This is an optimization exercise on Yosys and OpenROAD, whose aim is small area, a short achievable clock period and few clock cycles per item, not a production implementation.
The RTL was checked by simulation tests, not by an equivalence proof against the original design.
Power figures rest on the tool's default switching activity, not on a simulated workload.

==> design/flow/design.v <==
module sort_pipe #(
  parameter int DATA_W   = 8,
  parameter int LOG_SIZE = 4,
  parameter int SIZE     = 2**LOG_SIZE,
  parameter int SIGNED   = 0
) (
  input  logic                       clk,
  input  logic                       rst,
  input  logic                       i_valid,
  output logic                       o_ready,
  input  logic                       i_desc,
  input  logic [DATA_W*SIZE-1:0]     i_din,
  output logic                       o_valid,
  input  logic                       i_ready,
  output logic                       o_desc,
  output logic [DATA_W*SIZE-1:0]     o_dout,
  output logic [LOG_SIZE*SIZE-1:0]   o_idx
);
  localparam int KW = DATA_W*SIZE;
  localparam int IW = LOG_SIZE*SIZE;
  function automatic logic key_le(input logic [DATA_W-1:0] a, input logic [DATA_W-1:0] b);
    logic [DATA_W-1:0] g, p;
    for (int i = 0; i < DATA_W; i++) begin
      g[i] = ~a[i] & b[i];
      p[i] = ~a[i] | b[i];
    end
    for (int s = 1; s < DATA_W; s = s * 2) begin
      for (int i = 0; i + s < DATA_W; i = i + 2 * s) begin
        g[i] = g[i + s] | (p[i + s] & g[i]);
        p[i] = p[i + s] & p[i];
      end
    end
    key_le = g[0] | p[0];
  endfunction
  function automatic logic [1:0] fadd(input logic a, input logic b, input logic c);
    fadd = {(a & b) | (a & c) | (b & c), a ^ b ^ c};
  endfunction
  localparam int NG = (SIZE - 1 + 2) / 3;    
  function automatic logic [2*NG-1:0] pc_first(input logic [SIZE-2:0] v);
    logic [3*NG-1:0] w;
    logic [NG-1:0] s, c;
    w = (3*NG)'(v);
    for (int i = 0; i < NG; i++) {c[i], s[i]} = fadd(w[3*i], w[3*i+1], w[3*i+2]);
    pc_first = {c, s};
  endfunction
  function automatic logic [LOG_SIZE-1:0] pc_rest(input logic [2*NG-1:0] f);
    logic [NG-1:0] s, c;
    {c, s} = f;
    if (SIZE == 16) begin
      logic [1:0] s2, s3, a, d, e, h;
      s2 = fadd(s[0], s[1], s[2]);                     
      s3 = fadd(s[3], s[4], s2[0]);
      a  = fadd(c[0], c[1], c[2]);                     
      d  = fadd(c[3], c[4], s2[1]);
      e  = fadd(a[0], d[0], s3[1]);
      h  = fadd(a[1], d[1], e[1]);                     
      pc_rest = LOG_SIZE'({h, e[0], s3[0]});
    end else begin
      pc_rest = '0;
      for (int i = 0; i < NG; i++) pc_rest = pc_rest + LOG_SIZE'(s[i]) + (LOG_SIZE'(c[i]) << 1);
    end
  endfunction
  logic              w_ce;
  logic              r1_vld, r1_desc, r2_vld, r2_desc, r3_vld, r3_desc;
  logic [KW-1:0]     r1_key, r2_key, r3_key;
  logic [2*NG*SIZE-1:0] r1_part;
  logic [IW-1:0]     r2_rank, r3_idx;
  assign w_ce    = ~r3_vld | i_ready;
  assign o_ready = w_ce;
  logic [DATA_W-1:0] w_kx [SIZE];
  logic              w_c  [SIZE][SIZE];    
  logic [2*NG*SIZE-1:0] w_part;
  logic [IW-1:0]     w_rank;
  for (genvar i = 0; i < SIZE; i++) begin : g_kx
    logic [DATA_W-1:0] k;
    assign k = i_din[i*DATA_W +: DATA_W];
    assign w_kx[i] = (SIGNED != 0) ? {~k[DATA_W-1] ^ i_desc, k[DATA_W-2:0] ^ {(DATA_W-1){i_desc}}}
                                   : k ^ {DATA_W{i_desc}};
  end
  for (genvar i = 0; i < SIZE; i++) begin : g_ci
    for (genvar j = 0; j < SIZE; j++) begin : g_cj
      if (i < j) begin : g_lt
        assign w_c[i][j] = key_le(w_kx[i], w_kx[j]);
      end else begin : g_ge
        assign w_c[i][j] = 1'b0;
      end
    end
  end
  for (genvar j = 0; j < SIZE; j++) begin : g_rank
    logic [SIZE-2:0] pre;
    for (genvar i = 0; i < SIZE; i++) begin : g_pre
      if (i < j) begin : g_lo
        assign pre[i] = w_c[i][j];
      end else if (i > j) begin : g_hi
        assign pre[i-1] = ~w_c[j][i];
      end
    end
    assign w_part[j*2*NG +: 2*NG] = pc_first(pre);
  end
  for (genvar j = 0; j < SIZE; j++) begin : g_rank2
    assign w_rank[j*LOG_SIZE +: LOG_SIZE] = pc_rest(r1_part[j*2*NG +: 2*NG]);
  end
  logic [KW-1:0] w_dout;
  logic [IW-1:0] w_idx;
  for (genvar r = 0; r < SIZE; r++) begin : g_out
    logic [DATA_W-1:0]   k;
    logic [LOG_SIZE-1:0] x;
    always_comb begin
      k = '0;
      x = '0;
      for (int j = 0; j < SIZE; j++) begin
        if (r2_rank[j*LOG_SIZE +: LOG_SIZE] == LOG_SIZE'(r)) begin
          k = k | r2_key[j*DATA_W +: DATA_W];
          x = x | LOG_SIZE'(j);
        end
      end
    end
    assign w_dout[r*DATA_W +: DATA_W]  = k;
    assign w_idx[r*LOG_SIZE +: LOG_SIZE] = x;
  end
  always_ff @(posedge clk) begin
    if (rst) begin
      r1_vld <= 1'b0;
      r2_vld <= 1'b0;
      r3_vld <= 1'b0;
    end else if (w_ce) begin
      r1_vld <= i_valid;
      r2_vld <= r1_vld;
      r3_vld <= r2_vld;
    end
  end
  always_ff @(posedge clk) begin
    if (w_ce) begin
      r1_desc <= i_desc;
      r1_key  <= i_din;
      r1_part <= w_part;
      r2_desc <= r1_desc;
      r2_key  <= r1_key;
      r2_rank <= w_rank;
      r3_desc <= r2_desc;
      r3_key  <= w_dout;
      r3_idx  <= w_idx;
    end
  end
  assign o_valid = r3_vld;
  assign o_desc  = r3_desc;
  assign o_dout  = r3_key;
  assign o_idx   = r3_idx;
endmodule
==> design/flow/run.sh <==
#!/bin/bash
# synth_recipe.tcl (not shown) runs the flow's synth.tcl, then flattens the netlist and writes it again
# the make line also repeats each setting of config.mk as NAME=value (left out here)
make -C /OpenROAD-flow-scripts/flow DESIGN_CONFIG=/design/flow/config.mk WORK_HOME=/design/flow/orfs CLKGATE_MAP_FILE= SYNTH_SCRIPT=/design/flow/synth_recipe.tcl finish
==> design/flow/config.mk <==
export PLATFORM = sky130hd
export DESIGN_NAME = sort_pipe
export DESIGN_NICKNAME = sort_pipe
export VERILOG_FILES = /design/flow/design.v
export SDC_FILE = /design/flow/constraint.sdc
export NUM_CORES = 4
export LEC_CHECK = 0
export ABC_AREA = 1
export CAP_MARGIN = 20
export CORE_MARGIN = 2
export CORE_UTILIZATION = 40
export PLACE_DENSITY = 0.6
export SETUP_SLACK_MARGIN = 2.0
export SLEW_MARGIN = 20
==> design/flow/constraint.sdc <==
create_clock -name core_clock -period 4.5 [get_ports {clk}]
set_input_delay 0.9000 -clock core_clock [delete_from_list [all_inputs] [get_ports {clk}]]
set_output_delay 0.9000 -clock core_clock [all_outputs]
set_load 0.01 [all_outputs]
==> results of run 1 <==
-- power by group through the flow --
| stage | Sequential [mW] | Clock [mW] | Combinational (mW) |
|---|---|---|---|
| after floorplan | 11.7 | 0 | 11.0 |
| after CTS | 11.9 | 6.65 | 25.7 |
| after global placement | 12.0 | 0 | 23.5 |
| after detailed placement | 12.1 | 0 | 23.8 |
-- stage by stage --
step / setup TNS (ns) / hold slack (ns)
2_1_floorplan: -4820.61 / 0.4003
3_3_place_gp: -0.006560 / 0.4003
3_5_place_dp: 0 / 0.4045
4_1_cts: 0 / 0.4156
-- what timing repair did --
item | CTS
setup endpoints to repair | 505
hold buffers | 0
cloned | 75
setup buffers | 357
gates resized for setup | 1984
pin swaps | 357
hold endpoints to repair | 0
-- how the worst max path moves through the flow --
stage | depth (start not counted) | to | startpoint
3_3_place_gp | 14 | r1_part[71]$_DFFE_PP_ | i_desc
3_5_place_dp | 14 | r1_part[71]$_DFFE_PP_ | i_desc
2_1_floorplan | 2 | r1_desc$_DFFE_PP_ | i_ready
4_1_cts | 4 | r2_rank[18]$_DFFE_PP_ | r1_part[40]$_DFFE_PP_
-- routing by layer --
layer,global-route usage,overflow
met4,0.7122,190
met3,0.6385,11
met1,0.7751,1
met2,0.8952,195
met5,0.3601,0
-- cell families after synthesis --
logic type,Yosys count,synth area share
simple gates,7233,0.4800
buf+inv,1237,0.08680
flops,678,0.3363
compound gates,412,0.03518
fa+ha+maj,176,0.05828
xor+xnor,17,0.003456
==> results.cfg, run 1 <==
[floorplan]
initial_core_util = 0.4032
num_rows = 142
die_h_um = 392.8
ios = 328
fp.dieW_um = 392.8

[grt]
first_global_vias = 88128
overflow = 397
grt_max_degree = 141
grt_pass1_wl_um = 820600
grt_usage = 0.7596

[status]
stop_stage = 5_1_grt
firstError = [ERROR GRT-0116] Global routing finished with congestion. Check the congestion regions in the DRC Viewer.
status = aborted with a tool error

[logic_synthesis]
synth_area_mm2 = 0.06045
syn_nets = 10062
synthFlopType = edfxtp_1
synth_area_per_cell_um2 = 6.199
ys_top_cells_by_area = edfxtp_1 (34%), nand2_1 (32%), nor2_1 (6.8%), fa_1 (5.8%), nand4_1 (4.9%)
synth_cell_types = 32
synth_edf_count = 675
synth.top_cell.area_share = 0.3353
yosys_warnings = 3
async_reset_ff_frac = 0
ys_ff_latch = 678
yosysSeqAreaShare = 0.3363
synthCells = 9753
yosysMostFrequentCell = nand2_1
synth_area_leader_cell = edfxtp_1
synth_commonest_cells = nand2_1 (5220), nor2_1 (1100), inv_1 (703)

[placement]
port_buffers = 327
gp_congestion = 1.192
place_area_mm2 = 0.06811
placedCellCount = 12022
post-place-ws_ns = 0.005073
dp_hpwl_um = 339200

[clock_network]
cts_max_level = 3
root_buffer = clkbuf_16
cts.sinks = 678
cts_buffers = 76
ctsLongestPathBuffers = 3
Testbench counts, summed over its fixed seeds: cycles 3,224, items 3,200.
==> run 2: changes to the inputs <==
--- a/design/flow/config.mk
+++ b/design/flow/config.mk
@@ -9,6 +9,6 @@
 export CAP_MARGIN = 20
 export CORE_MARGIN = 2
-export CORE_UTILIZATION = 40
-export PLACE_DENSITY = 0.6
-export SETUP_SLACK_MARGIN = 2.0
+export CORE_UTILIZATION = 25
+export PLACE_DENSITY = 0.4
+export SETUP_SLACK_MARGIN = 1.7
 export SLEW_MARGIN = 20
==> run 2 against run 1 <==
Compared with the run above: now clean on timing, DRC and antenna; synthesized cell count stayed put; synthesized area stayed put.
==> results.cfg, run 2 <==
[grt]
grt_pass1_wl_um = 645700
grt_max_degree = 113
antenna_found_initial = 41
first_global_vias = 69614
grt_usage = 0.3932
overflow = 0

[clock_network]
ctsLongestPathBuffers = 3
cts.sinks = 678
holdBufCountCts = 0
root_buffer = clkbuf_16
path_clk_slew_ns = 0.07
cts_buffers = 84
clock_latency_ns = 0.76
cts_tree = built
cts_max_level = 3

[route]
dr.pass1.iters = 7
drtAntennaViolNets = 0
avgRoutedWirePerCell_um = 36.79
wirelength_um = 500000
routed-via-count = 75687
viasPerCell = 5.569
drc_errors = 0
drt-initial-drc-count = 11171

[logic_synthesis]
yosysMostFrequentCell = nand2_1
syn_nets = 10062
synth_edf_count = 675
synthCells = 9753
ys_ff_latch = 678
synth_area_leader_cell = edfxtp_1
synth_area_mm2 = 0.06045
async_reset_ff_frac = 0
synth_commonest_cells = nand2_1 (5220), nor2_1 (1100), inv_1 (703)
synth_cell_types = 32
yosysSeqAreaShare = 0.3363
yosys_warnings = 3
synthFlopType = edfxtp_1
synth_area_per_cell_um2 = 6.199
synth.top_cell.area_share = 0.3353
ys_top_cells_by_area = edfxtp_1 (34%), nand2_1 (32%), nor2_1 (6.8%), fa_1 (5.8%), nand4_1 (4.9%)

[placement]
gp_congestion = 1.090
post-place-ws_ns = 0.04750
place_area_mm2 = 0.07061
dp_hpwl_um = 364700
port_buffers = 327

[worst_setup_path]
r2r_start = r2_rank[23]$_DFFE_PP_
cp_top_family = buffers and inverters
crit_path_max_fanout = 17
crit_type = in -> reg
r2r_slack_ns = 1.64
cp_cell_sequence = clkbuf_16 -> buf_4 -> clkbuf_16 -> nand2_1 -> nand2_1 -> buf_12 -> nand2_1 -> nand2_2 -> buf_12 -> nand2_1 -> nor2_1 -> a21oi_1 -> fa_1 -> inv_1
crit_top_cell = nand2_1
cp_data_required_time_ns = 4.96
r2r_cells = 7
arrival_ns = 3.35
endpoint_kind = flop
crit_slowest_cell = fa_1
cp_slowest_stage_delay_ns = 0.56
start_kind = input pin
r2r_end = r3_key[49]$_DFFE_PP_
critPathBufInv = 6

[layout]
final_common_cell = nand2_1
fin_util = 0.3162
multiInputGateArea_mm2 = 0.03658
drive_above_1_share = 0.1158
final_cell_mix = nand2_1 (5042), nor2_1 (1061), inv_1 (691), edfxtp_1 (675), buf_4 (553)
largest_register_ffs = 160
fin_area_mm2 = 0.07604
regMostFlops = r1_part
nets = 10629
regArea_mm2 = 0.02033
area_delta_synth_final_pct = 25.79
fillCellCount = 26200

[power]
switching_share = 0.5226
cellInternalPower_mw = 22.12
p_seq_frac = 0.256
p_clk_frac = 0.150
vdd_ir_drop_max_mv = 0.4777
p_switching_mw = 24.22
powerDensity_mw_per_mm2 = 609.4
combPwrFrac = 0.594
p_leak_nw = 35.18

[timing]
setup_viol = 0
worstMarginPinSlew_ns = 1.304
finalMaxSlewViolations = 0
clock.fmax_mhz = 345.6
hold_violations = 0
finalCritPeriodShare = 0.6431
rsz0062_at_grt = yes
whs_ns = 0.3992
skew_ns = 0.07747
setup_ws_ns = 1.606
tns_ns = 0
min_period_ns = 2.894
slew_headroom = 0.1274

[flow_run]
max_cap_violations = 0

[floorplan]
die-area_mm2 = 0.2458
ios = 328
coreArea_mm2 = 0.2405
die_h_um = 495.8
fp.dieW_um = 495.8
num_rows = 180
initial_core_util = 0.2513

[hold_path]
hp-start = r1_key[101]$_DFFE_PP_
worstHoldEndpoint = r2_key[101]$_DFFE_PP_
min_path_type = reg -> reg
min_path_cells = 0

[status]
status = complete, no violations
run 2: kinds of logic (layout without fill, tap and decap cells):
logic type,after synthesis,in the layout,share of synthesized area
AO/OA/AOI/OAI,412,412,0.03518
XOR/XNOR,17,17,0.003456
adder cells (fa/ha/maj),176,176,0.05828
buffers and inverters,1237,1871,0.08680
flip-flops,678,678,0.3363
other,0,18,0
AND/OR/NAND/NOR,7233,7233,0.4800
run 2: worst max path at each step:
stage | from | end | slack, ns | cells after the start
floorplan | i_ready | r1_desc$_DFFE_PP_ | -7.12 | 2
global placement | i_desc | r1_part[90]$_DFFE_PP_ | 0.06 | 14
detailed placement | i_desc | r1_part[90]$_DFFE_PP_ | 0.05 | 14
CTS | i_desc | r1_part[91]$_DFFE_PP_ | 1.64 | 14
global route | i_desc | r1_part[130]$_DFFE_PP_ | 1.64 | 14
finish | i_desc | r1_part[130]$_DFFE_PP_ | 1.61 | 14
run 2: per-stage QoR:
| stage | std cells | total power, mW |
|---|---|---|
| after floorplan | 9753 | 22.48 |
| after global placement | 13352 | 37.48 |
| after detailed placement | 13355 | 37.56 |
| after CTS | 13519 | 44.79 |
| after global routing | 13572 | 47.63 |
| final | 13590 | 46.34 |
run 2: power groups by stage:
stage | registers, mW | clock network [mW] | logic [mW]
CTS | 11.8 | 7.10 | 25.9
global route | 12.0 | 7.30 | 28.4
global placement | 11.9 | 0 | 25.6
floorplan | 11.7 | 0 | 10.8
detailed placement | 11.9 | 0 | 25.6
finish | 11.8 | 6.97 | 27.5
run 2: cell type report:
cell class	count	area share
repair buffers	1011	0.1269
inverters	706	0.03542
clock buffers	97	0.02828
well taps	3185	0.05240
diodes	18	0.0005923
repair inverters	1	0.0001152
clock inverters	56	0.007914
multi-input cells	7838	0.4810
flip-flops and latches	678	0.2673
run 2: repair_timing:
action                                 in CTS  in global routing
endpoints found under the hold margin       0                  0
setup buffers                               7                 44
resized for setup                         330                291
setup endpoints to repair                 165                130
pin swaps                                  10                 32
cloned                                      4                  5
run 2: per-layer routing:
layer	wire length, um	global-route usage	part of all wire	vias to the layer above
li1	-	-	-	31895
met1	175600	0.4419	0.35	36039
met2	217000	0.6103	0.43	5819
met3	49050	0.1006	0.098	1914
met4	58090	0.3622	0.12	20
met5	253	0.003475	0.00051	-

-- re-timing with driven ports --
The results above use ideal ports. As a check the final layout listed here was re-extracted and re-timed, cells and wires unchanged.
Step 1 (the two cells are an assumption about what drives the block):
set clk [get_ports {clk}]
set_driving_cell -lib_cell sky130_fd_sc_hd__clkbuf_16 $clk
set_driving_cell -lib_cell sky130_fd_sc_hd__buf_2 [delete_from_list [all_inputs] $clk]
Step 2 also shifts input and output timing later by t, the mid clock arrival at the registers, as if the neighbouring blocks saw the same clock.
a / b / c = ideal / step 1 / step 2; a / b = the first two.
run: run 2
shift t [ns]: 0.843
setup WS [ns]: 1.606 / 1.475 / 0.633
worst setup path after step 2: input to register
latest minus earliest clock arrival (ns): 0.117 / 0.117
After both steps run 2 still meets setup and hold. For run 2, drivers alone change the setup slack by -0.131 ns; drivers and shift together by -0.973 ns.
